This design comes from an exercise in tuning for small area, a short achievable clock period and few clock cycles per item on the open sky130 flow, not from production work. The RTL was checked by simulation tests, not by an equivalence proof against the original design. Power and IR drop assume default switching activity.

$ cat flow/run.sh
#!/bin/bash
# Layout flow: the standard flow (standard.sh), unchanged synthesis, with
# three changes to the layout steps:
#  - ports are buffered with buf_4 instead of the default delay cell,
#  - timing repair may change a cell's footprint (drive strength family),
#  - clock tree sinks are clustered in groups of up to 25 within 60 um, and
#    no dummy loads are added to balance the tree.
# Each step's full output stays in orfs/logs/; make's output is in synth.log
# and layout.log in this folder.
set -euo pipefail
bash standard.sh synth > synth.log 2>&1
bash standard.sh \
  "BUFFER_PORTS_ARGS=-buffer_cell sky130_fd_sc_hd__buf_4" \
  "MATCH_CELL_FOOTPRINT=0" \
  "CTS_ARGS=-sink_clustering_enable -repair_clock_nets -sink_clustering_size 25 -sink_clustering_max_diameter 60 -dont_use_dummy_load" \
  finish > layout.log 2>&1
$ cat standard.sh
#!/bin/bash
# synth_recipe.tcl (not shown) runs the flow's synth.tcl, then flattens the netlist and writes it again
# the make line also repeats each setting of config.mk as NAME=value (left out here)
make -C /OpenROAD-flow-scripts/flow DESIGN_CONFIG=/design/flow/config.mk WORK_HOME=/design/flow/orfs CLKGATE_MAP_FILE= SYNTH_SCRIPT=/design/flow/synth_recipe.tcl "${@:-finish}"
$ cat config.mk
export PLATFORM = sky130hd
export DESIGN_NAME = soc_mem_top
export DESIGN_NICKNAME = soc_mem_top
export VERILOG_FILES = /design/flow/design.v
export SDC_FILE = /design/flow/constraint.sdc
export NUM_CORES = 8
export LEC_CHECK = 0
export CAP_MARGIN = 20
export CORE_MARGIN = 2
export CORE_UTILIZATION = 45
export PLACE_DENSITY = 0.6
export SETUP_SLACK_MARGIN = 3.2
export SLEW_MARGIN = 20
export SYNTH_HIERARCHICAL = 1
export SYNTH_MEMORY_MAX_BITS = 16384
export TNS_END_PERCENT = 5
$ cat constraint.sdc
create_clock -name core_clock -period 6.0 [get_ports {clk_i}]
set_input_delay 1.2000 -clock core_clock [delete_from_list [all_inputs] [get_ports {clk_i}]]
set_output_delay 1.2000 -clock core_clock [all_outputs]
set_load 0.01 [all_outputs]
$ cat design.v
`timescale 1ns/1ps
package axil_pkg;
  localparam int unsigned AddrWidth = 32;
  localparam int unsigned DataWidth = 32;
  localparam int unsigned StrbWidth = DataWidth / 8;
  typedef logic [AddrWidth-1:0] addr_t;
  typedef logic [DataWidth-1:0] data_t;
  typedef logic [StrbWidth-1:0] strb_t;
  typedef enum logic [1:0] {
    OKAY   = 2'b00,
    SLVERR = 2'b10,
    DECERR = 2'b11
  } resp_e;
endpackage
`timescale 1ns/1ps
package soc_map_pkg;
  localparam logic [3:0] TagRom  = 4'h1;
  localparam logic [3:0] TagExit = 4'h2;
  localparam logic [3:0] TagRam  = 4'h8;
  localparam int unsigned RomWords      = 16;
  localparam int unsigned RamWords      = 256;
  localparam int unsigned RamIndexWidth = $clog2(RamWords);
  localparam logic [15:0] RomMarker = 16'hB007;  
  localparam int unsigned DebugHoldCycles = 24;
  localparam int unsigned HoldCntWidth    = $clog2(DebugHoldCycles + 1);
endpackage
`timescale 1ns/1ps
module ram_word (
  input  logic                                  clk_i,
  input  logic                                  col_n_i,    
  input  logic [axil_pkg::StrbWidth-1:0]        lane_n_i,   
  input  axil_pkg::data_t                       wdata_i,
  output axil_pkg::data_t                       q_o
);
  axil_pkg::data_t word_q;
  for (genvar b = 0; b < axil_pkg::StrbWidth; b++) begin : g_lane
    always_ff @(posedge clk_i) begin
      if (!(col_n_i || lane_n_i[b])) begin
        word_q[8*b +: 8] <= wdata_i[8*b +: 8];
      end
    end
  end
  assign q_o = word_q;
endmodule
module ram_rd_and_or3 (
  input  logic [2:0] d_i,
  input  logic [2:0] sel_i,
  output logic       y_n_o
);
  assign y_n_o = !(|(d_i & sel_i));
endmodule
module ram_rd_and_or1 (
  input  logic d_i,
  input  logic sel_i,
  output logic y_n_o
);
  assign y_n_o = !(d_i && sel_i);
endmodule
module ram_rd_or_n #(
  parameter int unsigned N = 4
) (
  input  logic [N-1:0] a_n_i,
  output logic         y_o
);
  assign y_o = !(&a_n_i);
endmodule
module ram_rd_nor #(
  parameter int unsigned N = 2
) (
  input  logic [N-1:0] a_i,
  output logic         y_n_o
);
  assign y_n_o = !(|a_i);
endmodule
module ram_rd_bit (
  input  logic [soc_map_pkg::RamWords-1:0] d_i,
  input  logic [soc_map_pkg::RamWords-1:0] sel_i,
  output logic [2:0]                       part_o
);
  localparam int unsigned Words = soc_map_pkg::RamWords;
  localparam int unsigned L0 = Words / 3 + 1;    
  localparam int unsigned L1 = (L0 + 3) / 4;     
  localparam int unsigned L2 = (L1 + 1) / 2;     
  localparam int unsigned L3 = (L2 + 3) / 4;     
  logic [L0-1:0] l0_n;
  logic [L1-1:0] l1;
  logic [L2-1:0] l2_n;
  for (genvar g = 0; g < L0 - 1; g++) begin : g_l0
    ram_rd_and_or3 i_node (
      .d_i   ( d_i[3*g +: 3]   ),
      .sel_i ( sel_i[3*g +: 3] ),
      .y_n_o ( l0_n[g]         )
    );
  end
  ram_rd_and_or1 i_l0_last (
    .d_i   ( d_i[Words-1]   ),
    .sel_i ( sel_i[Words-1] ),
    .y_n_o ( l0_n[L0-1]     )
  );
  for (genvar g = 0; g < L1; g++) begin : g_l1
    localparam int unsigned N = (4*g + 4 <= L0) ? 4 : L0 - 4*g;
    ram_rd_or_n #(.N(N)) i_node (
      .a_n_i ( l0_n[4*g +: N] ),
      .y_o   ( l1[g]          )
    );
  end
  for (genvar g = 0; g < L2; g++) begin : g_l2
    localparam int unsigned N = (2*g + 2 <= L1) ? 2 : L1 - 2*g;
    ram_rd_nor #(.N(N)) i_node (
      .a_i   ( l1[2*g +: N] ),
      .y_n_o ( l2_n[g]      )
    );
  end
  for (genvar g = 0; g < L3; g++) begin : g_l3
    localparam int unsigned N = (4*g + 4 <= L2) ? 4 : L2 - 4*g;
    ram_rd_or_n #(.N(N)) i_node (
      .a_n_i ( l2_n[4*g +: N] ),
      .y_o   ( part_o[g]      )
    );
  end
endmodule
module ram_dec2 (
  input  logic [1:0] a_i,
  output logic [3:0] y_o
);
  for (genvar k = 0; k < 4; k++) begin : g_out
    assign y_o[k] = (a_i == 2'(k));
  end
endmodule
module ram_and2_n (
  input  logic a_i,
  input  logic b_i,
  output logic y_n_o
);
  assign y_n_o = !(a_i && b_i);
endmodule
module ram_and2_nn (
  input  logic a_n_i,
  input  logic b_n_i,
  output logic y_o
);
  assign y_o = !(a_n_i || b_n_i);
endmodule
module ram_store (
  input  logic                                  clk_i,
  input  logic                                  we_i,
  input  logic [soc_map_pkg::RamIndexWidth-1:0] wr_index_i,
  input  axil_pkg::data_t                       wdata_i,
  input  axil_pkg::strb_t                       strb_i,
  input  logic [soc_map_pkg::RamIndexWidth-1:0] rd_index_i,
  output logic [axil_pkg::DataWidth-1:0][2:0]   rpart_o
);
  localparam int unsigned Words  = soc_map_pkg::RamWords;
  localparam int unsigned Rows   = 16;             
  localparam int unsigned Cols   = Words / Rows;   
  localparam int unsigned Lanes  = axil_pkg::StrbWidth;
  logic [Cols-1:0]        wcol_n;
  logic [Lanes-1:0]       wrow_n [Rows];
  for (genvar c = 0; c < Cols; c++) begin : g_wcol
    assign wcol_n[c] = !(wr_index_i[3:0] == 4'(c));
  end
  for (genvar r = 0; r < Rows; r++) begin : g_wrow
    for (genvar b = 0; b < Lanes; b++) begin : g_lane
      assign wrow_n[r][b] = !(we_i && strb_i[b] && (wr_index_i[7:4] == 4'(r)));
    end
  end
  axil_pkg::data_t words [Words];
  for (genvar w = 0; w < Words; w++) begin : g_word
    ram_word i_word (
      .clk_i    ( clk_i          ),
      .col_n_i  ( wcol_n[w % Cols] ),
      .lane_n_i ( wrow_n[w / Cols] ),
      .wdata_i  ( wdata_i        ),
      .q_o      ( words[w]       )
    );
  end
  logic [3:0]       pre [4];
  logic [Cols-1:0]  rcol_n;
  logic [Rows-1:0]  rrow_n;
  logic [Words-1:0] rsel;
  for (genvar k = 0; k < 4; k++) begin : g_pre
    ram_dec2 i_dec (
      .a_i ( rd_index_i[2*k +: 2] ),
      .y_o ( pre[k]               )
    );
  end
  for (genvar c = 0; c < Cols; c++) begin : g_rcol
    ram_and2_n i_and (
      .a_i   ( pre[0][c % 4] ),
      .b_i   ( pre[1][c / 4] ),
      .y_n_o ( rcol_n[c]     )
    );
  end
  for (genvar r = 0; r < Rows; r++) begin : g_rrow
    ram_and2_n i_and (
      .a_i   ( pre[2][r % 4] ),
      .b_i   ( pre[3][r / 4] ),
      .y_n_o ( rrow_n[r]     )
    );
  end
  for (genvar w = 0; w < Words; w++) begin : g_rsel
    ram_and2_nn i_and (
      .a_n_i ( rcol_n[w % Cols] ),
      .b_n_i ( rrow_n[w / Cols] ),
      .y_o   ( rsel[w]          )
    );
  end
  for (genvar i = 0; i < axil_pkg::DataWidth; i++) begin : g_rbit
    logic [Words-1:0] column;
    for (genvar w = 0; w < Words; w++) begin : g_col
      assign column[w] = words[w][i];
    end
    ram_rd_bit i_rd_bit (
      .d_i    ( column     ),
      .sel_i  ( rsel       ),
      .part_o ( rpart_o[i] )
    );
  end
endmodule
`timescale 1ns/1ps
module debug_holdoff (
  input  logic clk_i,
  input  logic rst_ni,
  input  logic debug_req_i,
  input  logic debug_en_i,
  output logic debug_req_o
);
  logic [soc_map_pkg::HoldCntWidth-1:0] cnt_q;
  logic                                 open_q;
  logic                                 open_d;
  logic                                 open_port_q;
  always_ff @(posedge clk_i or negedge rst_ni) begin
    if (!rst_ni) begin
      cnt_q  <= soc_map_pkg::HoldCntWidth'(soc_map_pkg::DebugHoldCycles);
    end else if (!open_q) begin
      cnt_q  <= cnt_q - 1'b1;
    end
  end
  always_ff @(posedge clk_i or negedge rst_ni) begin
    if (!rst_ni) begin
      open_q <= 1'b0;
    end else begin
      open_q <= open_d;
    end
  end
  assign open_d = open_q || (cnt_q == soc_map_pkg::HoldCntWidth'(1));
  port_reg i_open_port (
    .clk_i  ( clk_i       ),
    .rst_ni ( rst_ni      ),
    .d_i    ( open_d      ),
    .q_o    ( open_port_q )
  );
  assign debug_req_o = open_port_q && debug_en_i && debug_req_i;
endmodule
`timescale 1ns/1ps
module region_router (
  input  axil_pkg::addr_t addr_i,
  output logic            hit_rom_o,
  output logic            hit_ram_o,
  output logic            hit_exit_o
);
  logic [3:0]  tag;
  logic [27:0] offset;
  assign tag    = addr_i[31:28];
  assign offset = addr_i[27:0];
  assign hit_rom_o  = (tag == soc_map_pkg::TagRom) &&
                      (offset < 28'(soc_map_pkg::RomWords * 4));
  assign hit_ram_o  = (tag == soc_map_pkg::TagRam) &&
                      (offset < 28'(soc_map_pkg::RamWords * 4));
  assign hit_exit_o = (tag == soc_map_pkg::TagExit) && (offset == '0);
endmodule
module port_reg #(
  parameter int unsigned Width = 1
) (
  input  logic             clk_i,
  input  logic             rst_ni,
  input  logic [Width-1:0] d_i,
  output logic [Width-1:0] q_o
);
  always_ff @(posedge clk_i or negedge rst_ni) begin
    if (!rst_ni) begin
      q_o <= '0;
    end else begin
      q_o <= d_i;
    end
  end
endmodule
module ready_gate (
  input  logic full_i,
  input  logic take_i,
  output logic ready_o
);
  assign ready_o = !full_i || take_i;
endmodule
`timescale 1ns/1ps
module axil_slave_fsm (
  input  logic            clk_i,
  input  logic            rst_ni,
  input  logic            awvalid_i,
  output logic            awready_o,
  input  axil_pkg::addr_t awaddr_i,
  input  logic            wvalid_i,
  output logic            wready_o,
  input  axil_pkg::data_t wdata_i,
  input  axil_pkg::strb_t wstrb_i,
  output logic            bvalid_o,
  input  logic            bready_i,
  output axil_pkg::resp_e bresp_o,
  input  logic            arvalid_i,
  output logic            arready_o,
  input  axil_pkg::addr_t araddr_i,
  output logic            rvalid_o,
  input  logic            rready_i,
  output axil_pkg::data_t rdata_o,
  output axil_pkg::resp_e rresp_o,
  output axil_pkg::data_t exit_o
);
  localparam int unsigned IdxW = soc_map_pkg::RamIndexWidth;
  logic ar_rom, ar_ram, ar_exit;
  logic aw_rom, aw_ram, aw_exit;
  region_router i_ar_dec (
    .addr_i     ( araddr_i ),
    .hit_rom_o  ( ar_rom   ),
    .hit_ram_o  ( ar_ram   ),
    .hit_exit_o ( ar_exit  )
  );
  region_router i_aw_dec (
    .addr_i     ( awaddr_i ),
    .hit_rom_o  ( aw_rom   ),
    .hit_ram_o  ( aw_ram   ),
    .hit_exit_o ( aw_exit  )
  );
  logic p_v_q, r_v_q, pr_full_q;
  logic b_v_q, b2_v_q, aw_rdy_q;
  logic r_free, p_free;
  logic rd_go, wr_go, b_take;
  logic p_v_d, r_v_d, b_v_d, b2_v_d;
  ready_gate i_r_free (
    .full_i  ( r_v_q    ),
    .take_i  ( rready_i ),
    .ready_o ( r_free   )
  );
  ready_gate i_p_free (
    .full_i  ( pr_full_q ),
    .take_i  ( rready_i  ),
    .ready_o ( p_free    )
  );
  ready_gate i_arready (
    .full_i  ( pr_full_q ),
    .take_i  ( rready_i  ),
    .ready_o ( arready_o )
  );
  assign rd_go  = arvalid_i && p_free;
  assign wr_go  = aw_rdy_q && awvalid_i && wvalid_i;
  assign b_take = b_v_q && bready_i;
  logic [axil_pkg::DataWidth-1:0][2:0] ram_part;
  axil_pkg::data_t                     exit_q;
  ram_store i_ram_store (
    .clk_i      ( clk_i                   ),
    .we_i       ( wr_go && aw_ram         ),
    .wr_index_i ( awaddr_i[IdxW+1:2]      ),
    .wdata_i    ( wdata_i                 ),
    .strb_i     ( wstrb_i                 ),
    .rd_index_i ( araddr_i[IdxW+1:2]      ),
    .rpart_o    ( ram_part                )
  );
  always_ff @(posedge clk_i or negedge rst_ni) begin
    if (!rst_ni) begin
      exit_q <= '0;
    end else if (wr_go && aw_exit) begin
      exit_q <= wdata_i;  
    end
  end
  axil_pkg::data_t exit_port_q;
  port_reg #(.Width(axil_pkg::DataWidth)) i_exit_port (
    .clk_i  ( clk_i                                  ),
    .rst_ni ( rst_ni                                 ),
    .d_i    ( (wr_go && aw_exit) ? wdata_i : exit_port_q ),
    .q_o    ( exit_port_q                            )
  );
  assign exit_o = exit_port_q;
  logic [axil_pkg::DataWidth-1:0][2:0] p_part_q;
  axil_pkg::data_t                     other_d, p_other_q;
  logic                                p_ram_q, p_ok_q;
  assign other_d = ({axil_pkg::DataWidth{ar_rom}}  &
                    {soc_map_pkg::RomMarker, 8'h00, araddr_i[IdxW+1:2]})
                 | ({axil_pkg::DataWidth{ar_exit}} & exit_q);
  always_ff @(posedge clk_i) begin
    if (p_free) begin
      p_part_q  <= ram_part;
      p_other_q <= other_d;
      p_ram_q   <= ar_ram;
      p_ok_q    <= ar_ram || ar_rom || ar_exit;
    end
  end
  axil_pkg::data_t rdata_d;
  axil_pkg::resp_e rresp_d, bresp_d;
  axil_pkg::data_t rdata_q;
  axil_pkg::resp_e rresp_q, bresp_q, bresp2_q;
  for (genvar i = 0; i < axil_pkg::DataWidth; i++) begin : g_rdata
    assign rdata_d[i] = (p_ram_q && (|p_part_q[i])) || p_other_q[i];
  end
  assign rresp_d = p_ok_q              ? axil_pkg::OKAY   : axil_pkg::DECERR;
  assign bresp_d = (aw_ram || aw_exit) ? axil_pkg::OKAY   :
                   aw_rom              ? axil_pkg::SLVERR : axil_pkg::DECERR;
  assign p_v_d  = rd_go || (p_v_q && !r_free);
  assign r_v_d  = (p_v_q && r_free) || (r_v_q && !rready_i);
  assign b_v_d  = b2_v_q || wr_go || (b_v_q && !bready_i);
  assign b2_v_d = (b2_v_q && !bready_i) || (wr_go && b_v_q && !b_take);
  always_ff @(posedge clk_i or negedge rst_ni) begin
    if (!rst_ni) begin
      p_v_q     <= 1'b0;
      r_v_q     <= 1'b0;
      pr_full_q <= 1'b0;
      b_v_q     <= 1'b0;
      b2_v_q    <= 1'b0;
      aw_rdy_q  <= 1'b0;
    end else begin
      p_v_q     <= p_v_d;
      r_v_q     <= r_v_d;
      pr_full_q <= p_v_d && r_v_d;
      b_v_q     <= b_v_d;
      b2_v_q    <= b2_v_d;
      aw_rdy_q  <= !b2_v_d;
    end
  end
  always_ff @(posedge clk_i) begin
    if (r_free) begin
      rdata_q <= rdata_d;
      rresp_q <= rresp_d;
    end
    if (!b_v_q || bready_i) begin
      bresp_q <= b2_v_q ? bresp2_q : bresp_d;
    end
    if (!b2_v_q || bready_i) begin
      bresp2_q <= bresp_d;
    end
  end
  port_reg i_rvalid_port  ( .clk_i ( clk_i ), .rst_ni ( rst_ni ), .d_i ( r_v_d   ), .q_o ( rvalid_o  ) );
  port_reg i_bvalid_port  ( .clk_i ( clk_i ), .rst_ni ( rst_ni ), .d_i ( b_v_d   ), .q_o ( bvalid_o  ) );
  port_reg i_awready_port ( .clk_i ( clk_i ), .rst_ni ( rst_ni ), .d_i ( !b2_v_d ), .q_o ( awready_o ) );
  port_reg i_wready_port  ( .clk_i ( clk_i ), .rst_ni ( rst_ni ), .d_i ( !b2_v_d ), .q_o ( wready_o  ) );
  assign rdata_o  = rdata_q;
  assign rresp_o  = rresp_q;
  assign bresp_o  = bresp_q;
endmodule
`timescale 1ns/1ps
module soc_mem_top (
  input  logic            clk_i,
  input  logic            rst_ni,
  input  logic            awvalid_i,
  output logic            awready_o,
  input  axil_pkg::addr_t awaddr_i,
  input  logic            wvalid_i,
  output logic            wready_o,
  input  axil_pkg::data_t wdata_i,
  input  axil_pkg::strb_t wstrb_i,
  output logic            bvalid_o,
  input  logic            bready_i,
  output axil_pkg::resp_e bresp_o,
  input  logic            arvalid_i,
  output logic            arready_o,
  input  axil_pkg::addr_t araddr_i,
  output logic            rvalid_o,
  input  logic            rready_i,
  output axil_pkg::data_t rdata_o,
  output axil_pkg::resp_e rresp_o,
  input  logic            debug_req_i,
  input  logic            debug_en_i,
  output logic            debug_req_o,
  output axil_pkg::data_t exit_o
);
  axil_slave_fsm i_axil_slave_fsm (
    .clk_i     ( clk_i     ),
    .rst_ni    ( rst_ni    ),
    .awvalid_i ( awvalid_i ),
    .awready_o ( awready_o ),
    .awaddr_i  ( awaddr_i  ),
    .wvalid_i  ( wvalid_i  ),
    .wready_o  ( wready_o  ),
    .wdata_i   ( wdata_i   ),
    .wstrb_i   ( wstrb_i   ),
    .bvalid_o  ( bvalid_o  ),
    .bready_i  ( bready_i  ),
    .bresp_o   ( bresp_o   ),
    .arvalid_i ( arvalid_i ),
    .arready_o ( arready_o ),
    .araddr_i  ( araddr_i  ),
    .rvalid_o  ( rvalid_o  ),
    .rready_i  ( rready_i  ),
    .rdata_o   ( rdata_o   ),
    .rresp_o   ( rresp_o   ),
    .exit_o    ( exit_o    )
  );
  debug_holdoff i_debug_holdoff (
    .clk_i       ( clk_i       ),
    .rst_ni      ( rst_ni      ),
    .debug_req_i ( debug_req_i ),
    .debug_en_i  ( debug_en_i  ),
    .debug_req_o ( debug_req_o )
  );
endmodule
==> results of run 1 <==
## layout make-up
type	instances	area, µm²	area share [%]
sequential	8440	253000	74.06
multi-input combinational	5684	48130	14.09
timing repair buffer	1717	17790	5.206
clock buffer	472	11810	3.457
tap	8642	10810	3.165
antenna	28	70.07	0.02051
inverter	3	11.26	0.003296
## Yosys stat by module, one instance, submodules excluded, excerpt
module / copies in the design / flops+latches / cell area [µm²]
ram_store: 1 / 0 / 631.9
ram_and2_n: 32 / 0 / 3.754
axil_slave_fsm: 1 / 205 / 7493
ram_rd_and_or3: 2720 / 0 / 10.01
region_router: 2 / 0 / 102.6
debug_holdoff: 1 / 6 / 285.3
ready_gate: 3 / 0 / 6.256
ram_dec2: 4 / 0 / 26.28
port_reg: 5 / 1 / 25.02
ram_rd_and_or1: 32 / 0 / 3.754
ram_and2_nn: 256 / 0 / 3.754
ram_word: 256 / 32 / 975.9
## synth_stat cells, drive strengths merged (11+ instances only)
cell type  instances
edfxtp          8359
nor2b             11
nand2            335
o31ai             32
nand4            738
a222oi          2720
nor2            1647
and2              26
nor4              15
nand3             44
nand2b            40
clkbuf            12
buf               20
dfrtp             79
## per-stage QoR
stage          instance area, µm²  power (W)  setup WS, ps  hold WS (ps)  util (%)
6_report                   341700    0.09997          2594         294.5     52.54
5_1_grt                    341600     0.1020          2732         288.5     52.53
4_1_cts                    332600    0.09980          2639         224.5     51.14
3_5_place_dp               315500    0.06936         360.1         458.2     48.51
3_3_place_gp               315300    0.06931         376.4         452.6     48.49
2_1_floorplan              294100    0.06671          2197         437.6         -
## layer usage
layer	track usage, %	vias to the layer above	share of wire [%]
met4	8.154	34	3.7
met1	39.08	88610	37
met3	7.816	1281	15
li1	-	68360	-
met2	40.72	12350	45
met5	0	-	0.027
## state kept, by name (all words and copies together) (netlist names), 2 cells and up
signal / count
i_axil_slave_fsm.exit_q: 32
i_axil_slave_fsm.i_exit_port.q_o: 32
i_axil_slave_fsm.rdata_q: 32
i_axil_slave_fsm.bresp_q: 2
i_axil_slave_fsm.p_part_q: 96
i_axil_slave_fsm.i_ram_store.g_word.i_word.word_q: 8192
i_axil_slave_fsm.p_other_q: 32
i_axil_slave_fsm.bresp2_q: 2
i_debug_holdoff.cnt_q: 5
## path summary, 6_finish.rpt
check                                                         startpoint                                              to  slack (ps)  cells past startpoint
worst max-delay path                                         araddr_i[4]         i_axil_slave_fsm.p_part_q[27]$_DFFE_PP_        2590                     12
min in group asynchronous                                         rst_ni            i_debug_holdoff.cnt_q[2]$_DFFE_PN0N_         580                      2
worst min-delay path                                            bready_i               i_axil_slave_fsm.b2_v_q$_DFF_PN0_         290                      2
worst max register to register       i_axil_slave_fsm.aw_rdy_q$_DFF_PN0_                                       flip-flop        2980                      8
worst min register to register  i_axil_slave_fsm.p_other_q[14]$_DFFE_PP_          i_axil_slave_fsm.rdata_q[14]$_DFFE_PP_         430                      1
max in group asynchronous                                         rst_ni  i_axil_slave_fsm.i_exit_port.q_o[14]$_DFF_PN0_        4080                      3
## what timing repair did
action                     in CTS  in global routing
resized for setup            1201                963
hold buffers                    1                  0
pin swaps                      58                513
buffers inserted               98                420
setup endpoints to repair    8426               8026
cloned                          6                 57
hold endpoints to repair        3                  0
## power groups by stage
stage / logic (W) / clock network, W / registers (W)
after floorplan: 0.000368 / 0 / 0.0663
after global placement: 0.00254 / 0 / 0.0668
after detailed placement: 0.00260 / 0 / 0.0668
after CTS: 0.00273 / 0.0316 / 0.0654
after global routing: 0.00306 / 0.0335 / 0.0654
final: 0.00301 / 0.0315 / 0.0654
## cell families (layout without fill, tap and decap cells)
kind of cell    after synthesis  in the layout
flops                      8440           8440
simple gates               2894           2906
compound gates             2769           2769
buf+inv                      35           2192
xor+xnor                      4              4
mux                           3              3
fa+ha+maj                     2              2
other cells                   0             28
==> impl_metrics.json, run 1 <==
{
  "antenna_found_initial": 74,
  "clk_transition_reported_paths_ps": 90,
  "first_pass_iters": 15,
  "syn_nets": 14260,
  "synth.area.top_cells": "edfxtp_1 85%, a222oi_1 9.3%, nor2_1 2.1%",
  "grt_pass1_vias": 156800,
  "fin_setup_tns_ps": 0,
  "final_hold_viol_count": 0,
  "nFillCells": 50510,
  "required_ps": 6830,
  "worstPathCellList": "buf_12 > and2b_4 > buf_12 > nand2_8 > buf_6 > buf_6 > nor2_4 > buf_12 > a222oi_1 > nand4_1 > nor2_4 > nand4_1",
  "cts_tree": "built",
  "yosysUniqueCellTypes": 48,
  "synth_edf_count": 8359,
  "setup.worst_path.end_class": "flip-flop",
  "yosysWarningCount": 16,
  "crit_type": "input pin to flip-flop",
  "synth_simple_gate_area_share_pct": 4.489,
  "rows": 296,
  "async_reset_ff_share_pct": 0.9597,
  "p_int_w": 0.07939,
  "hpwl_mm": 604.9,
  "synth_adder_area_share_pct": 0.008508,
  "leakage_nw": 104.6,
  "synth_top_cell_by_area": "edfxtp_1",
  "critPathMaxFanout": 6,
  "grt.overflow.total": 0,
  "rsz0062_at_grt": "yes",
  "ir_drop_v": 0.0002559,
  "dieArea_um2": 660100,
  "switching_share_pct": 20.59,
  "clock_skew_ps": 177.2,
  "grt_first_pass_wirelength_mm": 1267,
  "p_per_area_nw_per_um2": 292.6,
  "layout_commonest_cell": "edfxtp_1",
  "maxCapViolations": 0,
  "ys_ff_latch": 8440,
  "io_pins": 183,
  "seq_power_share_pct": 65.5,
  "final_antenna_net_count": 0,
  "cts_buffers": 472,
  "tightest_slew_ps": 1260,
  "grt_max_degree": 123,
  "startpoint_type": "input pin",
  "die-width_um": 812.5,
  "grt.total_usage_pct": 27.23,
  "netlist_area_um2": 294100,
  "max_freq_ghz": 0.2936,
  "avgSynthCellArea_um2": 20.79,
  "area_growth_pct": 16.16,
  "start_util_pct": 45.23,
  "worstHoldPathType": "input pin to flip-flop",
  "cp_slowest_cell": "a222oi_1",
  "vias_per_cell": 6.829,
  "max_slew_margin_pct": 15.25,
  "dp.cells": 23900,
  "post-route-period-util_pct": 56.76,
  "wire_per_inst_um": 38.17,
  "drt_iter0_drc": 38880,
  "drt-total-wl_mm": 953.8,
  "final_cell_mix": "8359 x edfxtp_1, 2720 x a222oi_1, 1207 x buf_4, 737 x nand4_1, 622 x nor2_4",
  "stdcell_count": 24990,
  "synth_mux_area_share_pct": 0.01106,
  "power_frac_comb_pct": 3.0,
  "gp_congestion": 0.9003,
  "htreeDepth": 5,
  "crit_top_cell": "buf_12",
  "path_buf_inv": 5,
  "p_sw_w": 0.02059,
  "synth_top_family_by_area": "compound AO/OA/AOI/OAI gates",
  "nNetsFinal": 16430,
  "vias": 170600,
  "drc": 0,
  "synth.top_cell.area_share_pct": 85.34,
  "post-route-min-period_ps": 3406,
  "drive_gt1_share_pct": 21.11,
  "slew_violations": 0,
  "die_y_um": 812.5,
  "synthXorXnorAreaFrac_pct": 0.01191,
  "cp_top_family": "simple AND/OR/NAND/NOR gates",
  "ys_seq_area_share_pct": 86.03,
  "status": "finished clean",
  "core_um2": 650300,
  "clkPwrFrac_pct": 31.5,
  "synth_flop_cell": "edfxtp_1",
  "synthCells": 14150,
  "clock-sinks": 8440,
  "numPortBuffers": 182,
  "clockBufferDepth": 4,
  "root_buffer": "clkbuf_16",
  "finalSetupViolCount": 0,
  "cp.arrival_ps": 4230,
  "clock_latency_ps": 1110,
  "synth_compound_area_share_pct": 9.383,
  "max_stage_delay_ps": 680
}
Testbench counts, summed over its fixed seeds: cycles 24,012, items 24,000.
==> run 2: changes to the inputs <==
==> flow/run.sh (replaced) <==
#!/bin/bash
# Layout flow: the standard flow (standard.sh), unchanged synthesis, with
# these changes to the layout steps:
#  - ports are buffered with buf_4 instead of the default delay cell,
#  - after global placement, each output port's buffer and the register (or
#    gate) driving it are moved next to the port (flow/place_ports.tcl);
#    detailed placement then legalizes them,
#  - timing repair may change a cell's footprint (drive strength family),
#  - clock tree sinks are clustered in groups of up to 25 within 60 um, and
#    no dummy loads are added to balance the tree.
# Each step's full output stays in orfs/logs/; make's output is in synth.log
# and layout.log in this folder.
set -euo pipefail
here=$(pwd)
bash standard.sh synth > synth.log 2>&1
bash standard.sh \
  "BUFFER_PORTS_ARGS=-buffer_cell sky130_fd_sc_hd__buf_4" \
  "POST_GLOBAL_PLACE_TCL=$here/flow/place_ports.tcl" \
  "MATCH_CELL_FOOTPRINT=0" \
  "CTS_ARGS=-sink_clustering_enable -repair_clock_nets -sink_clustering_size 25 -sink_clustering_max_diameter 60 -dont_use_dummy_load" \
  finish > layout.log 2>&1
==> flow/place_ports.tcl (new file) <==
# Move each output port's buffer, and the register or gate that drives it,
# next to the port, so that the path from the register to the port is short.
# Run after global placement; detailed placement legalizes the moved cells.
set block [ord::get_db_block]
set core [$block getCoreArea]
set cx0 [$core xMin]; set cy0 [$core yMin]; set cx1 [$core xMax]; set cy1 [$core yMax]
set dbu [$block getDefUnits]

proc port_driver {net} {
  foreach it [$net getITerms] {
    if {[$it isOutputSignal]} { return $it }
  }
  return ""
}

proc sinks {net} {
  set n 0
  foreach it [$net getITerms] { if {[$it isInputSignal]} { incr n } }
  return $n
}

# Point at distance d (dbu) inside the core from the pin, on the line into the core
proc inside {px py d} {
  upvar cx0 cx0 cy0 cy0 cx1 cx1 cy1 cy1
  set dl [expr {$px - $cx0}]; set dr [expr {$cx1 - $px}]
  set db [expr {$py - $cy0}]; set dt [expr {$cy1 - $py}]
  set m [lindex [lsort -real [list $dl $dr $db $dt]] 0]
  set x [expr {max($cx0, min($cx1, $px))}]
  set y [expr {max($cy0, min($cy1, $py))}]
  if {$m == $dl} { set x [expr {$cx0 + $d}] } elseif {$m == $dr} { set x [expr {$cx1 - $d}] } elseif {$m == $db} { set y [expr {$cy0 + $d}] } else { set y [expr {$cy1 - $d}] }
  return [list [expr {int($x)}] [expr {int($y)}]]
}

set moved 0
foreach bt [$block getBTerms] {
  if {[$bt getIoType] ne "OUTPUT"} { continue }
  set net [$bt getNet]
  if {$net eq "NULL"} { continue }
  set bb [[lindex [$bt getBPins] 0] getBBox]
  set px [expr {([$bb xMin] + [$bb xMax]) / 2}]
  set py [expr {([$bb yMin] + [$bb yMax]) / 2}]
  set drv [port_driver $net]
  if {$drv eq ""} { continue }
  set chain [list [$drv getInst]]
  # Follow single-fanout drivers back: the port buffer, then a register or gate
  set cur [$drv getInst]
  for {set k 0} {$k < 2} {incr k} {
    if {[[$cur getMaster] isSequential]} { break }
    set next ""
    foreach it [$cur getITerms] {
      if {![$it isInputSignal]} { continue }
      set n2 [$it getNet]
      if {$n2 eq "NULL"} { continue }
      if {[$n2 getSigType] ne "SIGNAL"} { continue }
      set d2 [port_driver $n2]
      if {$d2 eq ""} { continue }
      if {[sinks $n2] != 1} { continue }
      set next [$d2 getInst]
      break
    }
    if {$next eq ""} { break }
    lappend chain $next
    set cur $next
  }
  set d [expr {int(4 * $dbu)}]
  foreach inst $chain {
    lassign [inside $px $py $d] x y
    $inst setLocation $x $y
    set d [expr {$d + int(12 * $dbu)}]
    incr moved
  }
}
puts "place_ports: moved $moved cells next to output ports"
==> impl_metrics.json, run 2 <==
{
  "die_y_um": 812.5,
  "synth.area.top_cells": "edfxtp_1 85%, a222oi_1 9.3%, nor2_1 2.1%",
  "hold_depth": 2,
  "startpoint_type": "input pin",
  "largest_reg_flops": 8192,
  "status": "failed layout checks",
  "root_buffer": "clkbuf_16",
  "yosysUniqueCellTypes": 48,
  "start_util_pct": 45.23,
  "largestRegisters": "i_axil_slave_fsm.i_ram_store.g_word.i_word.word_q x8192, i_axil_slave_fsm.p_part_q x96",
  "io_pins": 183,
  "worstPathCellList": "buf_12 > and2b_4 > buf_12 > nand2_8 > buf_6 > buf_12 > buf_16 > buf_8 > nor2_4 > a222oi_1 > nand4_1 > nor2_4 > nand4_1",
  "fin_setup_tns_ps": 0,
  "fin_hold_ws_ps": 309.7,
  "setup.worst_path.end_class": "flip-flop",
  "max_stage_delay_ps": 490,
  "slew_violations": 25,
  "ys_ff_latch": 8440,
  "clock_latency_ps": 1170,
  "crit_type": "input pin to flip-flop",
  "synth_most_common_cell": "edfxtp_1",
  "use_met2_pct": 40.96,
  "drt_iter0_drc": 39590,
  "nNetsFinal": 16570,
  "drive_gt1_share_pct": 22.55,
  "htreeDepth": 5,
  "synth_flop_cell": "edfxtp_1",
  "cp_slowest_cell": "a222oi_1",
  "netlist_area_um2": 294100,
  "finalSetupViolCount": 0,
  "grt_max_degree": 123,
  "ff2ff_path_depth": 6,
  "max_slew_margin_pct": -4.853,
  "regToRegStartpoint": "i_axil_slave_fsm.aw_rdy_q$_DFF_PN0_",
  "grt_first_pass_wirelength_mm": 1277,
  "clk_transition_reported_paths_ps": 90,
  "vias_per_cell": 6.861,
  "final_hold_viol_count": 0,
  "final_cell_mix": "8359 x edfxtp_1, 2720 x a222oi_1, 1250 x buf_4, 844 x nor2_4, 737 x nand4_1",
  "worstHoldPathType": "input pin to flip-flop",
  "ir_drop_v": 0.0002809,
  "synth_common_cells": "8359 x edfxtp_1, 2720 x a222oi_1, 1647 x nor2_1",
  "clock_skew_ps": 193.2,
  "clockBufferDepth": 4,
  "drt-total-wl_mm": 964.2,
  "crit_top_cell": "buf_12",
  "dieArea_um2": 660100,
  "critPathMaxFanout": 7,
  "grt.overflow.total": 0,
  "wire_per_inst_um": 38.36,
  "hpwl_mm": 605.2,
  "numPortBuffers": 182,
  "vias": 172500,
  "rows": 296,
  "synth_edf_count": 8359,
  "p_per_area_nw_per_um2": 289.5,
  "min_to": "i_axil_slave_fsm.b2_v_q$_DFF_PN0_",
  "largest_register": "i_axil_slave_fsm.i_ram_store.g_word.i_word.word_q",
  "grt_pass1_vias": 157600,
  "die-width_um": 812.5,
  "so.violations": "capacitance limit, slew limit",
  "max_freq_ghz": 0.3074,
  "antenna_found_initial": 74,
  "r2r_slack_ps": 3060,
  "post-route-period-util_pct": 54.23,
  "async_reset_ff_share_pct": 0.9597,
  "met3_usage_pct": 7.805,
  "post-route-min-period_ps": 3254,
  "syn_nets": 14260,
  "area_growth_pct": 17.46,
  "ys_seq_area_share_pct": 86.03,
  "avgSynthCellArea_um2": 20.79,
  "yosysWarningCount": 16,
  "core_um2": 650300,
  "final_antenna_net_count": 0,
  "busiest_layer": "met2",
  "tightest_slew_ps": 1569,
  "clock-sinks": 8440,
  "synth.top_cell.area_share_pct": 85.34,
  "synth_top_cell_by_area": "edfxtp_1",
  "synthCells": 14150,
  "gr-usage-met1_pct": 39.47,
  "layout_commonest_cell": "edfxtp_1",
  "cp.arrival_ps": 4010,
  "rsz0062_at_grt": "yes",
  "leakage_nw": 105.9,
  "required_ps": 6750,
  "grt.total_usage_pct": 27.46,
  "cts_buffers": 473,
  "cts_tree": "built",
  "min-delay-start": "bready_i",
  "maxCapViolations": 2,
  "first_pass_iters": 13,
  "drc": 0
}
run 2: timing repair:
item                                    4_1_cts  5_1_grt
buffers inserted                            249      389
gates cloned                                 13       73
endpoints found under the hold margin         5        0
hold buffers                                  1        0
pin swaps                                   166      449
endpoints found under the setup margin     8426     8269
gates resized for setup                    1868      762
run 2: cell type report:
cell class	instances	area (µm²)
Antenna cell	35	87.58
Clock buffer	473	11840
Fill cell	49980	304800
Inverter	3	11.26
Multi-Input combinational cell	5693	49890
Sequential cell	8440	253000
Tap cell	8642	10810
Timing Repair Buffer	1851	19820
run 2: kinds of logic after synthesis:
family / after synthesis / share of synthesized area [%]
flip-flops: 8440 / 86.03
AND/OR/NAND/NOR: 2894 / 4.489
AO/OA/AOI/OAI: 2769 / 9.383
buffers and inverters: 35 / 0.06848
XOR/XNOR: 4 / 0.01191
multiplexers: 3 / 0.01106
adder cells (fa/ha/maj): 2 / 0.008506
run 2: critical path: cells and delay by family:
family                 cells  cell delay, ps
and+or+nand+nor            6            1430
buffers and inverters      6             810
AOI/OAI and AO/OA          1             490
run 2: layer usage:
metal | wire [µm] | vias to the layer above | share of wire (%)
met2 | 428600 | 12960 | 44
met1 | 353600 | 89330 | 37
li1 | - | 68730 | -
met3 | 143500 | 1388 | 15
met5 | 322 | - | 0.033
met4 | 38140 | 48 | 4.0
run 2: power by group:
part | switching [W] | leakage [nW] | internal [W]
Clock | 0.0176 | 5.83 | 0.0139
Combinational | 0.00246 | 23.5 | 0.000589
Sequential | 0.000511 | 76.6 | 0.0649
Total | 0.0206 | 106 | 0.0794
run 2: how the worst max path moves through the flow:
stage	startpoint	to	cells after the start
6_report	araddr_i[3]	i_axil_slave_fsm.p_part_q[37]$_DFFE_PP_	13
5_1_grt	araddr_i[2]	i_axil_slave_fsm.p_part_q[45]$_DFFE_PP_	10
4_1_cts	awaddr_i[10]	flip-flop	11
3_5_place_dp	awaddr_i[13]	flip-flop	10
3_3_place_gp	araddr_i[8]	i_axil_slave_fsm.p_part_q[33]$_DFFE_PP_	10
2_1_floorplan	awaddr_i[3]	flip-flop	2
run 2: per-module statistics from Yosys (local to each module, per instance), excerpt:
module	cells	flip-flops and latches
ram_store	121	0
port_reg	1	1
axil_slave_fsm	503	205
ram_dec2	4	0
ram_rd_and_or3	1	0
ready_gate	1	0
ram_and2_nn	1	0
run 2: through the flow:
step                      power (W)  area [µm²]  utilization, %  worst slack (ps)  std cells
after floorplan             0.06671      294100               -              2197      14150
after global placement      0.06931      315300           48.49             376.4      23900
after detailed placement    0.06936      315500           48.51             353.9      23900
after CTS                   0.09990      337100           51.83              2972      24640
after global routing         0.1021      345400           53.12              2832      25110
final                        0.1000      345500           53.13              2746      25140
==> run 3: changes to the inputs <==
--- a/flow/run.sh
+++ b/flow/run.sh
@@ -5,7 +5,10 @@
 #  - after global placement, each output port's buffer and the register (or
 #    gate) driving it are moved next to the port (flow/place_ports.tcl);
 #    detailed placement then legalizes them,
-#  - timing repair may change a cell's footprint (drive strength family),
+#  - before the placement repair, the gates that drive the RAM's write
+#    enables and read selects get drive strength 2 or 4 (flow/presize.tcl),
+#  - timing repair may change a cell's footprint (drive strength family) and
+#    does not clone gates,
 #  - clock tree sinks are clustered in groups of up to 25 within 60 um, and
 #    no dummy loads are added to balance the tree.
 # Each step's full output stays in orfs/logs/; make's output is in synth.log
@@ -16,6 +19,8 @@
 bash standard.sh \
   "BUFFER_PORTS_ARGS=-buffer_cell sky130_fd_sc_hd__buf_4" \
   "POST_GLOBAL_PLACE_TCL=$here/flow/place_ports.tcl" \
+  "PRE_RESIZE_TCL=$here/flow/presize.tcl" \
   "MATCH_CELL_FOOTPRINT=0" \
+  "SKIP_GATE_CLONING=1" \
   "CTS_ARGS=-sink_clustering_enable -repair_clock_nets -sink_clustering_size 25 -sink_clustering_max_diameter 60 -dont_use_dummy_load" \
   finish > layout.log 2>&1
==> flow/presize.tcl (new file) <==
# Size up the gates that drive the RAM's write enables and read selects, which
# fan out over long wires: a gate of the RAM array driving eight or more
# flip-flop enable pins, or read-tree pins, is given drive strength 2 or 4.
set block [ord::get_db_block]
set db [ord::get_db]
proc master_of {name} { return [[ord::get_db] findMaster $name] }
set up 0
foreach inst [$block getInsts] {
  set m [$inst getMaster]
  set mn [$m getName]
  if {![regexp {^sky130_fd_sc_hd__(nor2|nand2|nand4|nor3|nand3|nor2b)_1$} $mn -> fam]} { continue }
  set out ""
  foreach it [$inst getITerms] { if {[$it isOutputSignal]} { set out $it } }
  if {$out eq ""} { continue }
  set net [$out getNet]
  if {$net eq "NULL"} { continue }
  set de 0; set sel 0; set n 0
  foreach it [$net getITerms] {
    if {![$it isInputSignal]} { continue }
    incr n
    set lm [[[$it getInst] getMaster] getName]
    set pn [[$it getMTerm] getName]
    if {$pn eq "DE"} { incr de }
    if {[string match "*a222oi*" $lm]} { incr sel }
  }
  set target ""
  if {$de >= 8} { set target "sky130_fd_sc_hd__${fam}_2" }
  if {$sel >= 8} { set target "sky130_fd_sc_hd__${fam}_4" }
  if {$target ne ""} {
    set nm [master_of $target]
    if {$nm ne "NULL"} { $inst swapMaster $nm; incr up }
  }
}
puts "presize: sized up $up gates"
==> impl_metrics.json, run 3 <==
{
  "synth_flop_cell": "edfxtp_1",
  "die-width_um": 812.5,
  "htreeDepth": 5,
  "switching_share_pct": 20.59,
  "core_um2": 650300,
  "p_sw_w": 0.02058,
  "dieArea_um2": 660100,
  "power_frac_comb_pct": 3.0,
  "total_power_w": 0.09994,
  "hpwl_mm": 606.0,
  "first_pass_iters": 15,
  "synth_top_cell_by_area": "edfxtp_1",
  "drt_iter0_drc": 38390,
  "rsz0062_at_grt": "yes",
  "root_buffer": "clkbuf_16",
  "final_antenna_net_count": 0,
  "p_int_w": 0.07937,
  "clkPwrFrac_pct": 31.5,
  "leakage_nw": 105.2,
  "seq_power_share_pct": 65.5,
  "cts_tree": "built",
  "grt_pass1_vias": 156900,
  "p_per_area_nw_per_um2": 290.0,
  "worstHoldPathType": "input pin to flip-flop",
  "largest_reg_flops": 8192,
  "post-route-period-util_pct": 53.99,
  "max_slew_margin_pct": 12.71,
  "drive_gt1_share_pct": 22.39,
  "clk_transition_reported_paths_ps": 80,
  "synthCells": 14150,
  "wire_per_inst_um": 38.03,
  "io_pins": 183,
  "largest_register": "i_axil_slave_fsm.i_ram_store.g_word.i_word.word_q",
  "critPathMaxFanout": 17,
  "grt_max_degree": 123,
  "netlist_area_um2": 294100,
  "crit_type": "input pin to flip-flop",
  "vias": 170900,
  "yosysUniqueCellTypes": 48,
  "rows": 296,
  "avgSynthCellArea_um2": 20.79,
  "die_y_um": 812.5,
  "antenna_found_initial": 69,
  "synth_edf_count": 8359,
  "syn_nets": 14260,
  "final_hold_viol_count": 0,
  "async_reset_ff_share_pct": 0.9597,
  "final-seq-area_um2": 253000,
  "ir_drop_v": 0.0002580,
  "slew_violations": 0,
  "tightest_slew_ps": 1309,
  "ys_seq_area_share_pct": 86.03,
  "multi_input_area_um2": 50020,
  "required_ps": 6820,
  "cp.arrival_ps": 4060,
  "synth.top_cell.area_share_pct": 85.34,
  "nNetsFinal": 16510,
  "clock_latency_ps": 1150,
  "yosysWarningCount": 16,
  "clockBufferDepth": 4,
  "setup.worst_path.end_class": "flip-flop",
  "drt-total-wl_mm": 953.5,
  "synth_most_common_cell": "edfxtp_1",
  "numPortBuffers": 182,
  "synth.area.top_cells": "edfxtp_1 85%, a222oi_1 9.3%, nor2_1 2.1%",
  "clock_skew_ps": 206.3,
  "status": "finished clean",
  "max_freq_ghz": 0.3087,
  "grt.total_usage_pct": 27.22,
  "startpoint_type": "input pin",
  "maxCapViolations": 0,
  "vias_per_cell": 6.817,
  "drc": 0,
  "cts_buffers": 472,
  "grt.overflow.total": 0,
  "start_util_pct": 45.23,
  "nFillCells": 50160,
  "post-route-min-period_ps": 3239,
  "grt_first_pass_wirelength_mm": 1267,
  "finalSetupViolCount": 0,
  "largestRegisters": "i_axil_slave_fsm.i_ram_store.g_word.i_word.word_q x8192, i_axil_slave_fsm.p_part_q x96",
  "area_growth_pct": 17.18,
  "final_cell_mix": "8359 x edfxtp_1, 2720 x a222oi_1, 1204 x buf_4, 926 x nor2_4, 737 x nand4_1",
  "fin_setup_tns_ps": 0,
  "layout_commonest_cell": "edfxtp_1",
  "clock-sinks": 8440,
  "synth_common_cells": "8359 x edfxtp_1, 2720 x a222oi_1, 1647 x nor2_1",
  "ys_ff_latch": 8440
}
==> run 3: power by group through the flow <==
stage | combinational, W | sequential (W) | clock, W
2_1_floorplan | 0.000368 | 0.0663 | 0
3_3_place_gp | 0.00254 | 0.0668 | 0
3_5_place_dp | 0.00262 | 0.0668 | 0
4_1_cts | 0.00272 | 0.0654 | 0.0317
5_1_grt | 0.00305 | 0.0654 | 0.0336
6_report | 0.00300 | 0.0654 | 0.0315
==> run 3: kinds of logic after synthesis <==
group	after synthesis	share of synthesized area [%]
AOI/OAI and AO/OA	2769	9.383
adders and majority gates	2	0.008506
xor gates and xnor gates	4	0.01191
muxes	3	0.01106
and+or+nand+nor	2894	4.489
DFF	8440	86.03
buffers and inverters	35	0.06848
==> run 3: layer usage <==
layer | global-route usage [%] | up-vias | share of wire, %
li1 | - | 68560 | -
met1 | 39.46 | 88630 | 37
met2 | 40.71 | 12410 | 45
met3 | 7.416 | 1262 | 15
met4 | 7.849 | 20 | 3.5
met5 | 0 | - | 0.048
==> run 3: metrics by stage <==
| stage | hold WS, ps | util (%) | area, µm² | worst slack, ps | cells |
|---|---|---|---|---|---|
| 2_1_floorplan | 437.6 | - | 294100 | 2197 | 14150 |
| 3_3_place_gp | 452.6 | 48.49 | 315300 | 376.4 | 23900 |
| 3_5_place_dp | 456.7 | 48.78 | 317200 | 399.5 | 23910 |
| 4_1_cts | 218.6 | 51.36 | 334000 | 2685 | 24490 |
| 5_1_grt | 293.9 | 52.99 | 344600 | 2798 | 25050 |
| 6_report | 296.3 | 53.00 | 344700 | 2761 | 25070 |
==> run 3: final cells by class <==
| type | instances | area share [%] |
|---|---|---|
| tap | 8642 | 3.137 |
| inverter | 3 | 0.003267 |
| antenna | 34 | 0.02468 |
| sequential | 8440 | 73.41 |
| multi-input combinational | 5672 | 14.51 |
| clock buffer | 472 | 3.427 |
| timing repair buffer | 1806 | 5.484 |
==> run 3: path summary, 6_finish.rpt <==
kind,startpoint,cells after the start,slack (ps),endpoint
min,bready_i,2,300,i_axil_slave_fsm.b2_v_q$_DFF_PN0_
max,araddr_i[4],11,2760,i_axil_slave_fsm.p_part_q[30]$_DFFE_PP_
max in group asynchronous,rst_ni,3,4110,i_axil_slave_fsm.exit_q[12]$_DFFE_PN0N_
max reg2reg,i_axil_slave_fsm.aw_rdy_q$_DFF_PN0_,10,3150,flip-flop
min reg2reg,i_axil_slave_fsm.p_other_q[19]$_DFFE_PP_,1,460,i_axil_slave_fsm.rdata_q[19]$_DFFE_PP_
min in group asynchronous,rst_ni,2,580,i_debug_holdoff.i_open_port.q_o$_DFF_PN0_
==> run 3: worst max-delay path: stages <==
cell and delay [ps]:
buf_12 120, nor2b_4 200, nand2_8 120, buf_16 200
nor2_4 90, buf_12 130, buf_6 160, a222oi_1 520
nand4_1 510, nor2_4 600, nand4_1 160
==> run 3: timing repair <==
| item | CTS | global route |
|---|---|---|
| endpoints found under the hold margin | 5 | 0 |
| hold buffers | 1 | 0 |
| buffers inserted | 107 | 550 |
| pin swaps | 55 | 522 |
| setup endpoints to repair | 8426 | 8390 |
| gates resized for setup | 804 | 1229 |
==> run 3: Yosys stat by module (local to each module, per instance), excerpt <==
module | times used | flops+latches | cells inside | area [µm²]
ready_gate | 3 | 0 | 1 | 6.256
ram_rd_and_or3 | 2720 | 0 | 1 | 10.01
ram_rd_and_or1 | 32 | 0 | 1 | 3.754
ram_word | 256 | 32 | 36 | 975.9
port_reg | 5 | 1 | 1 | 25.02
ram_and2_n | 32 | 0 | 1 | 3.754
region_router | 2 | 0 | 19 | 102.6
ram_dec2 | 4 | 0 | 4 | 26.28
ram_store | 1 | 0 | 121 | 631.9
axil_slave_fsm | 1 | 205 | 503 | 7493
debug_holdoff | 1 | 6 | 21 | 285.3
ram_and2_nn | 256 | 0 | 1 | 3.754
==> run 4: changes to the inputs <==
--- a/design.v
+++ b/design.v
@@ -27,15 +27,28 @@
 `timescale 1ns/1ps
 module ram_word (
   input  logic                                  clk_i,
-  input  logic                                  col_n_i,    
+  input  logic                                  col_i,      
+  input  logic                                  row_i,      
   input  logic [axil_pkg::StrbWidth-1:0]        lane_n_i,   
   input  axil_pkg::data_t                       wdata_i,
   output axil_pkg::data_t                       q_o
 );
-  axil_pkg::data_t word_q;
+  axil_pkg::data_t             word_q;
+  logic                        sel_n;
+  logic [axil_pkg::StrbWidth-1:0] de;
+  ram_and2_n i_sel (
+    .a_i   ( col_i ),
+    .b_i   ( row_i ),
+    .y_n_o ( sel_n )
+  );
   for (genvar b = 0; b < axil_pkg::StrbWidth; b++) begin : g_lane
+    ram_and2_nn i_de (
+      .a_n_i ( sel_n       ),
+      .b_n_i ( lane_n_i[b] ),
+      .y_o   ( de[b]       )
+    );
     always_ff @(posedge clk_i) begin
-      if (!(col_n_i || lane_n_i[b])) begin
+      if (de[b]) begin
         word_q[8*b +: 8] <= wdata_i[8*b +: 8];
       end
     end
@@ -144,6 +157,7 @@
 module ram_store (
   input  logic                                  clk_i,
   input  logic                                  we_i,
+  input  logic                                  wsel_i,
   input  logic [soc_map_pkg::RamIndexWidth-1:0] wr_index_i,
   input  axil_pkg::data_t                       wdata_i,
   input  axil_pkg::strb_t                       strb_i,
@@ -154,22 +168,23 @@
   localparam int unsigned Rows   = 16;             
   localparam int unsigned Cols   = Words / Rows;   
   localparam int unsigned Lanes  = axil_pkg::StrbWidth;
-  logic [Cols-1:0]        wcol_n;
-  logic [Lanes-1:0]       wrow_n [Rows];
+  logic [Cols-1:0]  wcol;
+  logic [Rows-1:0]  wrow;
+  logic [Lanes-1:0] wlane_n;
   for (genvar c = 0; c < Cols; c++) begin : g_wcol
-    assign wcol_n[c] = !(wr_index_i[3:0] == 4'(c));
+    assign wcol[c] = wsel_i && (wr_index_i[3:0] == 4'(c));
   end
   for (genvar r = 0; r < Rows; r++) begin : g_wrow
-    for (genvar b = 0; b < Lanes; b++) begin : g_lane
-      assign wrow_n[r][b] = !(we_i && strb_i[b] && (wr_index_i[7:4] == 4'(r)));
-    end
+    assign wrow[r] = we_i && (wr_index_i[7:4] == 4'(r));
   end
+  assign wlane_n = ~strb_i;
   axil_pkg::data_t words [Words];
   for (genvar w = 0; w < Words; w++) begin : g_word
     ram_word i_word (
       .clk_i    ( clk_i          ),
-      .col_n_i  ( wcol_n[w % Cols] ),
-      .lane_n_i ( wrow_n[w / Cols] ),
+      .col_i    ( wcol[w % Cols]   ),
+      .row_i    ( wrow[w / Cols]   ),
+      .lane_n_i ( wlane_n          ),
       .wdata_i  ( wdata_i        ),
       .q_o      ( words[w]       )
     );
@@ -285,6 +300,15 @@
     end
   end
 endmodule
+module write_enable (
+  input  logic ready_i,
+  input  logic awvalid_i,
+  input  logic wvalid_i,
+  input  logic hit_i,
+  output logic en_o
+);
+  assign en_o = ready_i && awvalid_i && wvalid_i && hit_i;
+endmodule
 module ready_gate (
   input  logic full_i,
   input  logic take_i,
@@ -357,17 +381,33 @@
   axil_pkg::data_t                     exit_q;
   ram_store i_ram_store (
     .clk_i      ( clk_i                   ),
-    .we_i       ( wr_go && aw_ram         ),
+    .we_i       ( wr_go                   ),
+    .wsel_i     ( aw_ram                  ),
     .wr_index_i ( awaddr_i[IdxW+1:2]      ),
     .wdata_i    ( wdata_i                 ),
     .strb_i     ( wstrb_i                 ),
     .rd_index_i ( araddr_i[IdxW+1:2]      ),
     .rpart_o    ( ram_part                )
   );
+  logic exit_we, exit_port_we;
+  write_enable i_exit_we (
+    .ready_i   ( aw_rdy_q  ),
+    .awvalid_i ( awvalid_i ),
+    .wvalid_i  ( wvalid_i  ),
+    .hit_i     ( aw_exit   ),
+    .en_o      ( exit_we   )
+  );
+  write_enable i_exit_port_we (
+    .ready_i   ( aw_rdy_q     ),
+    .awvalid_i ( awvalid_i    ),
+    .wvalid_i  ( wvalid_i     ),
+    .hit_i     ( aw_exit      ),
+    .en_o      ( exit_port_we )
+  );
   always_ff @(posedge clk_i or negedge rst_ni) begin
     if (!rst_ni) begin
       exit_q <= '0;
-    end else if (wr_go && aw_exit) begin
+    end else if (exit_we) begin
       exit_q <= wdata_i;  
     end
   end
@@ -375,7 +415,7 @@
   port_reg #(.Width(axil_pkg::DataWidth)) i_exit_port (
     .clk_i  ( clk_i                                  ),
     .rst_ni ( rst_ni                                 ),
-    .d_i    ( (wr_go && aw_exit) ? wdata_i : exit_port_q ),
+    .d_i    ( exit_port_we ? wdata_i : exit_port_q ),
     .q_o    ( exit_port_q                            )
   );
   assign exit_o = exit_port_q;
==> impl_metrics.json, run 4 <==
{
  "cts_buffers": 472,
  "grt_first_pass_wirelength_mm": 1299,
  "r2r_slack_ps": 2980,
  "io_pins": 183,
  "cts_tree": "built",
  "fin_setup_tns_ps": 0,
  "required_ps": 6840,
  "largest_reg_flops": 8192,
  "die_y_um": 813.8,
  "hpwl_mm": 611.3,
  "total_power_w": 0.1000,
  "startpoint_type": "input pin",
  "drive_gt1_share_pct": 22.54,
  "leakage_nw": 104.2,
  "rsz0062_at_grt": "yes",
  "numPortBuffers": 182,
  "largestRegisters": "i_axil_slave_fsm.i_ram_store.g_word.i_word.word_q x8192, i_axil_slave_fsm.p_part_q x96",
  "clockBufferDepth": 4,
  "setup.worst_path.end_class": "flip-flop",
  "max_slew_margin_pct": -11.42,
  "vias": 171000,
  "synth_top_cell_by_area": "edfxtp_1",
  "critPathMaxFanout": 9,
  "synth.area.top_cells": "edfxtp_1 85%, a222oi_1 9.2%, nor2_1 2.1%",
  "post-route-period-util_pct": 56.62,
  "cp.arrival_ps": 4240,
  "final_hold_viol_count": 0,
  "start_util_pct": 45.15,
  "synthCells": 14230,
  "maxCapViolations": 0,
  "synth_most_common_cell": "edfxtp_1",
  "synth_common_cells": "8359 x edfxtp_1, 2720 x a222oi_1, 1668 x nor2_1",
  "area_growth_pct": 16.40,
  "netlist_area_um2": 295100,
  "grt_pass1_vias": 158000,
  "grt.overflow.total": 0,
  "synth_flop_cell": "edfxtp_1",
  "regToRegStartpoint": "i_axil_slave_fsm.aw_rdy_q$_DFF_PN0_",
  "crit_type": "input pin to flip-flop",
  "layout_commonest_cell": "edfxtp_1",
  "ff2ff_path_depth": 6,
  "nNetsFinal": 16120,
  "first_pass_iters": 14,
  "finalSetupViolCount": 0,
  "drc": 0,
  "clock-sinks": 8440,
  "die-width_um": 813.8,
  "async_reset_ff_share_pct": 0.9597,
  "synth_edf_count": 8359,
  "final_cell_mix": "8359 x edfxtp_1, 2720 x a222oi_1, 1104 x nor2_4, 818 x buf_4, 736 x nand4_1",
  "max_freq_ghz": 0.2944,
  "ys_ff_latch": 8440,
  "dieArea_um2": 662300,
  "slew_violations": 63,
  "wire_per_inst_um": 39.22,
  "rows": 297,
  "so.violations": "slew limit",
  "status": "failed layout checks",
  "vias_per_cell": 6.916,
  "cts_hold_buf": 0,
  "core_um2": 653700,
  "clk_transition_reported_paths_ps": 90,
  "ys_seq_area_share_pct": 85.74,
  "avgSynthCellArea_um2": 20.74,
  "tightest_slew_ps": 1671,
  "largest_register": "i_axil_slave_fsm.i_ram_store.g_word.i_word.word_q",
  "clock_skew_ps": 170.5,
  "fin_hold_ws_ps": 195.9,
  "synth.top_cell.area_share_pct": 85.05,
  "drt_iter0_drc": 41430,
  "root_buffer": "clkbuf_16",
  "worstHoldPathType": "input pin to async pin",
  "syn_nets": 14340,
  "post-route-min-period_ps": 3397,
  "antenna_found_initial": 72,
  "yosysWarningCount": 14,
  "htreeDepth": 5,
  "final_antenna_net_count": 0,
  "grt_max_degree": 141,
  "ir_drop_v": 0.0002906,
  "p_per_area_nw_per_um2": 291.1,
  "drt-total-wl_mm": 969.7,
  "grt.total_usage_pct": 28.09,
  "clock_latency_ps": 1140,
  "yosysUniqueCellTypes": 44
}
[run 4: changes by cell type after synthesis, sizes merged, moves of 5 or more]
cell and delta:
mux2 +64, nand2 +29, nor2 +21, clkbuf -11, nand3 -8, nor3 +8, nor2b -7, and4b -5
buf -5
[run 4: timing repair]
action,in CTS,in global routing
resized for setup,1662,302
endpoints found under the hold margin,0,0
buffers inserted,325,184
endpoints found under the setup margin,8408,8329
gates cloned,0,0
pin swaps,277,176
[run 4: critical path, cell delays in order]
cell	delay, ps
buf_12	120
and2_4	230
nand2_8	210
buf_12	170
nor2_4	50
buf_12	140
buf_12	140
buf_12	150
buf_4	190
a222oi_1	600
nand4_1	440
nor2_1	440
nand4_1	130
[run 4: worst max-delay path by stage]
| stage | start | slack (ps) | end |
|---|---|---|---|
| 3_5_place_dp | araddr_i[2] | 530 | i_axil_slave_fsm.p_part_q[72]$_DFFE_PP_ |
| 4_1_cts | i_debug_holdoff.i_open_port.q_o$_DFF_PN0_ | 2940 | debug_req_o |
| 5_1_grt | araddr_i[4] | 2670 | i_axil_slave_fsm.p_part_q[4]$_DFFE_PP_ |
| 3_3_place_gp | araddr_i[8] | 180 | i_axil_slave_fsm.p_part_q[72]$_DFFE_PP_ |
| 6_report | araddr_i[4] | 2600 | i_axil_slave_fsm.p_part_q[4]$_DFFE_PP_ |
| 2_1_floorplan | wstrb_i[0] | 1190 | flip-flop |
[run 4: logic make-up after synthesis]
family,after synthesis,share of synthesized area (%)
xor gates and xnor gates,4,0.01187
and+or+nand+nor,2928,4.487
muxes,67,0.3315
AOI/OAI and AO/OA,2769,9.351
adders and majority gates,2,0.008478
buffers and inverters,23,0.07123
DFF,8440,85.74
[run 4: Yosys stat by module (local to each module, per instance), excerpt]
module,cell area [µm²],cells,copies in the design
port_reg,25.02,1,5
ram_rd_and_or3,10.01,1,2720
region_router,102.6,19,2
ram_rd_and_or1,3.754,1,32
ram_and2_n,3.754,1,288
ram_word,960.9,32,256
ready_gate,6.256,1,3
ram_dec2,26.28,4,4
ram_store,250.2,50,1
write_enable,8.758,1,2
axil_slave_fsm,7888,402,1
debug_holdoff,285.3,21,1
ram_and2_nn,3.754,1,1280
[run 4: per-layer routing]
| metal | GRT usage, % | vias up | part of all wire, % |
|---|---|---|---|
| li1 | - | 67990 | - |
| met1 | 40.10 | 88840 | 37 |
| met2 | 41.79 | 12770 | 44 |
| met3 | 7.890 | 1386 | 15 |
| met4 | 9.589 | 30 | 4.4 |
| met5 | 0 | - | 0.021 |
[run 4: layout make-up]
type | count | area (µm²)
inverters | 7 | 41.29
flip-flops and latches | 8440 | 253000
diodes | 53 | 132.6
fillers | 50020 | 310100
well taps | 8671 | 10850
repair buffers | 1315 | 15180
multi-input cells | 5770 | 52480
clock buffers | 472 | 11810
[run 4: power breakdown]
part | switching (W) | internal (W)
registers | 0.000338 | 0.0649
clock network | 0.0177 | 0.0139
logic | 0.00261 | 0.000567
total | 0.0206 | 0.0794
[run 4: stage by stage]
step	instances	setup WS [ps]	instance area (µm²)	utilization, %
floorplan	14230	1186	295100	-
global placement	23680	178.0	314100	48.05
detailed placement	23690	527.8	316600	48.44
CTS	24480	2944	339700	51.97
global route	24700	2669	343500	52.54
finish	24730	2603	343500	52.56
Testbench counts of run 4, summed over its fixed seeds: cycles 24,012, items 24,000.
==> run 5: changes to the inputs <==
==> flow/run.sh (replaced) <==
#!/bin/bash
# Layout flow: the standard flow (standard.sh), unchanged synthesis, with
# these changes to the layout steps:
#  - ports are buffered with buf_4 instead of the default delay cell,
#  - after global placement, each output port's buffer and the register (or
#    gate) driving it are moved next to the port (flow/place_ports.tcl);
#    detailed placement then legalizes them,
#  - timing repair may change a cell's footprint (drive strength family),
#  - clock tree sinks are clustered in groups of up to 25 within 60 um, and
#    no dummy loads are added to balance the tree.
# Each step's full output stays in orfs/logs/; make's output is in synth.log
# and layout.log in this folder.
set -euo pipefail
here=$(pwd)
bash standard.sh synth > synth.log 2>&1
bash standard.sh \
  "BUFFER_PORTS_ARGS=-buffer_cell sky130_fd_sc_hd__buf_4" \
  "POST_GLOBAL_PLACE_TCL=$here/flow/place_ports.tcl" \
  "MATCH_CELL_FOOTPRINT=0" \
  "CTS_ARGS=-sink_clustering_enable -repair_clock_nets -sink_clustering_size 25 -sink_clustering_max_diameter 60 -dont_use_dummy_load" \
  finish > layout.log 2>&1
removed: flow/presize.tcl
==> impl_metrics.json, run 5 <==
{
  "seq_power_share_pct": 65.3,
  "leakage_nw": 104.8,
  "clock-sinks": 8440,
  "max_freq_ghz": 0.3102,
  "nFillCells": 50020,
  "core_um2": 653700,
  "critPathMaxFanout": 6,
  "final_cell_mix": "8359 x edfxtp_1, 2720 x a222oi_1, 1122 x nor2_4, 832 x buf_4, 736 x nand4_1",
  "clockBufferDepth": 4,
  "cp_slowest_cell": "a222oi_1",
  "ir_drop_v": 0.0003145,
  "numPortBuffers": 182,
  "ys_ff_latch": 8440,
  "fin_hold_ws_ps": 170.5,
  "synth_common_cells": "8359 x edfxtp_1, 2720 x a222oi_1, 1668 x nor2_1",
  "crit_type": "input pin to flip-flop",
  "post-route-min-period_ps": 3224,
  "p_sw_w": 0.02066,
  "htreeDepth": 5,
  "status": "finished clean",
  "cp_top_family": "simple AND/OR/NAND/NOR gates",
  "p_int_w": 0.07933,
  "max_stage_delay_ps": 670,
  "layout_commonest_cell": "edfxtp_1",
  "clock_skew_ps": 132.6,
  "start_util_pct": 45.15,
  "max_slew_margin_pct": 1.835,
  "synth_most_common_cell": "edfxtp_1",
  "synth.area.top_cells": "edfxtp_1 85%, a222oi_1 9.2%, nor2_1 2.1%",
  "hpwl_mm": 610.4,
  "grt_first_pass_wirelength_mm": 1291,
  "clock_latency_ps": 1160,
  "slew_violations": 0,
  "io_pins": 183,
  "grt_max_degree": 141,
  "clkPwrFrac_pct": 31.5,
  "stdcell_count": 24850,
  "drt_iter0_drc": 42120,
  "grt_pass1_vias": 157700,
  "rows": 297,
  "path_buf_inv": 4,
  "drc": 0,
  "drive_gt1_share_pct": 23.05,
  "vias_per_cell": 6.945,
  "netlist_area_um2": 295100,
  "nNetsFinal": 16230,
  "antenna_found_initial": 76,
  "startpoint_type": "input pin",
  "power_frac_comb_pct": 3.2
}
-- run 5: cell count changes in the layout (fill, tap and decap cells not counted), sizes merged --
cell,change
nor2,+27
diode,+6
buf,+59
clkbuf,+26
-- run 5: cell type report --
class                           count  area [µm²]  area share, %
Antenna cell                       59       147.6        0.04280
Clock buffer                      470       11760          3.409
Inverter                            7       41.29        0.01197
Multi-Input combinational cell   5797       52870          15.33
Sequential cell                  8440      253000          73.35
Tap cell                         8671       10850          3.145
Timing Repair Buffer             1402       16250          4.712
-- run 5: final timing paths --
kind                                                      from                                        endpoint  slack, ps  depth (start not counted)
max in group asynchronous                               rst_ni         i_axil_slave_fsm.exit_q[28]$_DFFE_PN0P_       4430                          2
min in group core_clock                               bready_i               i_axil_slave_fsm.b2_v_q$_DFF_PN0_        250                          2
setup / recovery                                   araddr_i[2]         i_axil_slave_fsm.p_part_q[72]$_DFFE_PP_       2780                         11
setup reg to reg           i_axil_slave_fsm.aw_rdy_q$_DFF_PN0_                                       flip-flop       3010                          6
hold / removal                                          rst_ni  i_axil_slave_fsm.i_exit_port.q_o[31]$_DFF_PN0_        170                          1
hold reg to reg               i_axil_slave_fsm.p_v_q$_DFF_PN0_                i_axil_slave_fsm.p_v_q$_DFF_PN0_        500                          2
-- run 5: stage by stage --
stage / total power [W] / setup slack, ps / instance area, µm²
after floorplan: 0.06673 / 1186 / 295100
after global routing: 0.1021 / 2904 / 344900
after global placement: 0.06923 / 178.0 / 314100
final: 0.09999 / 2776 / 345000
after CTS: 0.09991 / 2921 / 337100
after detailed placement: 0.06927 / 372.2 / 314100
-- run 5: kinds of logic (layout without fill, tap and decap cells) --
logic type                 after synthesis  in the layout  share of synthesized area, %
adders and majority gates                2              2                      0.008478
DFF                                   8440           8440                         85.74
and+or+nand+nor                       2928           2955                         4.487
AOI/OAI and AO/OA                     2769           2769                         9.351
buffers and inverters                   23           1879                       0.07123
muxes                                   67             67                        0.3315
other                                    0             59                             0
xor gates and xnor gates                 4              4                       0.01187
-- run 5: per-module statistics from Yosys (local to each module, per instance), excerpt --
module	cell area, µm²	times used
ram_store	250.2	1
ram_dec2	26.28	4
debug_holdoff	285.3	1
ready_gate	6.256	3
ram_and2_nn	3.754	1280
ram_and2_n	3.754	288
region_router	102.6	2
write_enable	8.758	2
ram_word	960.9	256
axil_slave_fsm	7888	1
ram_rd_and_or1	3.754	32
port_reg	25.02	5
ram_rd_and_or3	10.01	2720
-- run 5: per-layer routing --
metal	routed length (µm)	part of all wire (%)	vias up	track usage, %
met5	291	0.030	-	0
met4	41950	4.3	30	9.729
met3	150000	15	1462	7.672
met2	434500	44	13470	41.41
met1	355100	36	89380	39.87
li1	-	-	68220	-
-- run 5: repair_timing --
action,CTS,global route
cloned,11,55
buffers inserted,174,388
gates resized for setup,2422,641
pin swaps,164,420
hold buffers,0,0
setup endpoints to repair,8408,8222
-- run 5: power by group through the flow --
| stage | logic, W | clock network (W) | registers, W |
|---|---|---|---|
| after detailed placement | 0.00267 | 0 | 0.0666 |
| final | 0.00323 | 0.0315 | 0.0653 |
| after CTS | 0.00296 | 0.0317 | 0.0653 |
| after global routing | 0.00327 | 0.0335 | 0.0652 |
| after floorplan | 0.000395 | 0 | 0.0663 |
| after global placement | 0.00254 | 0 | 0.0667 |
-- run 5: worst reg2reg max path, cell delays in order (launching register included) --
cell and delay [ps]:
dfrtp_1 370, and3_4 300, or3b_4 470, nor2_2 120
buf_4 410, nand2_1 540, nor2_4 420
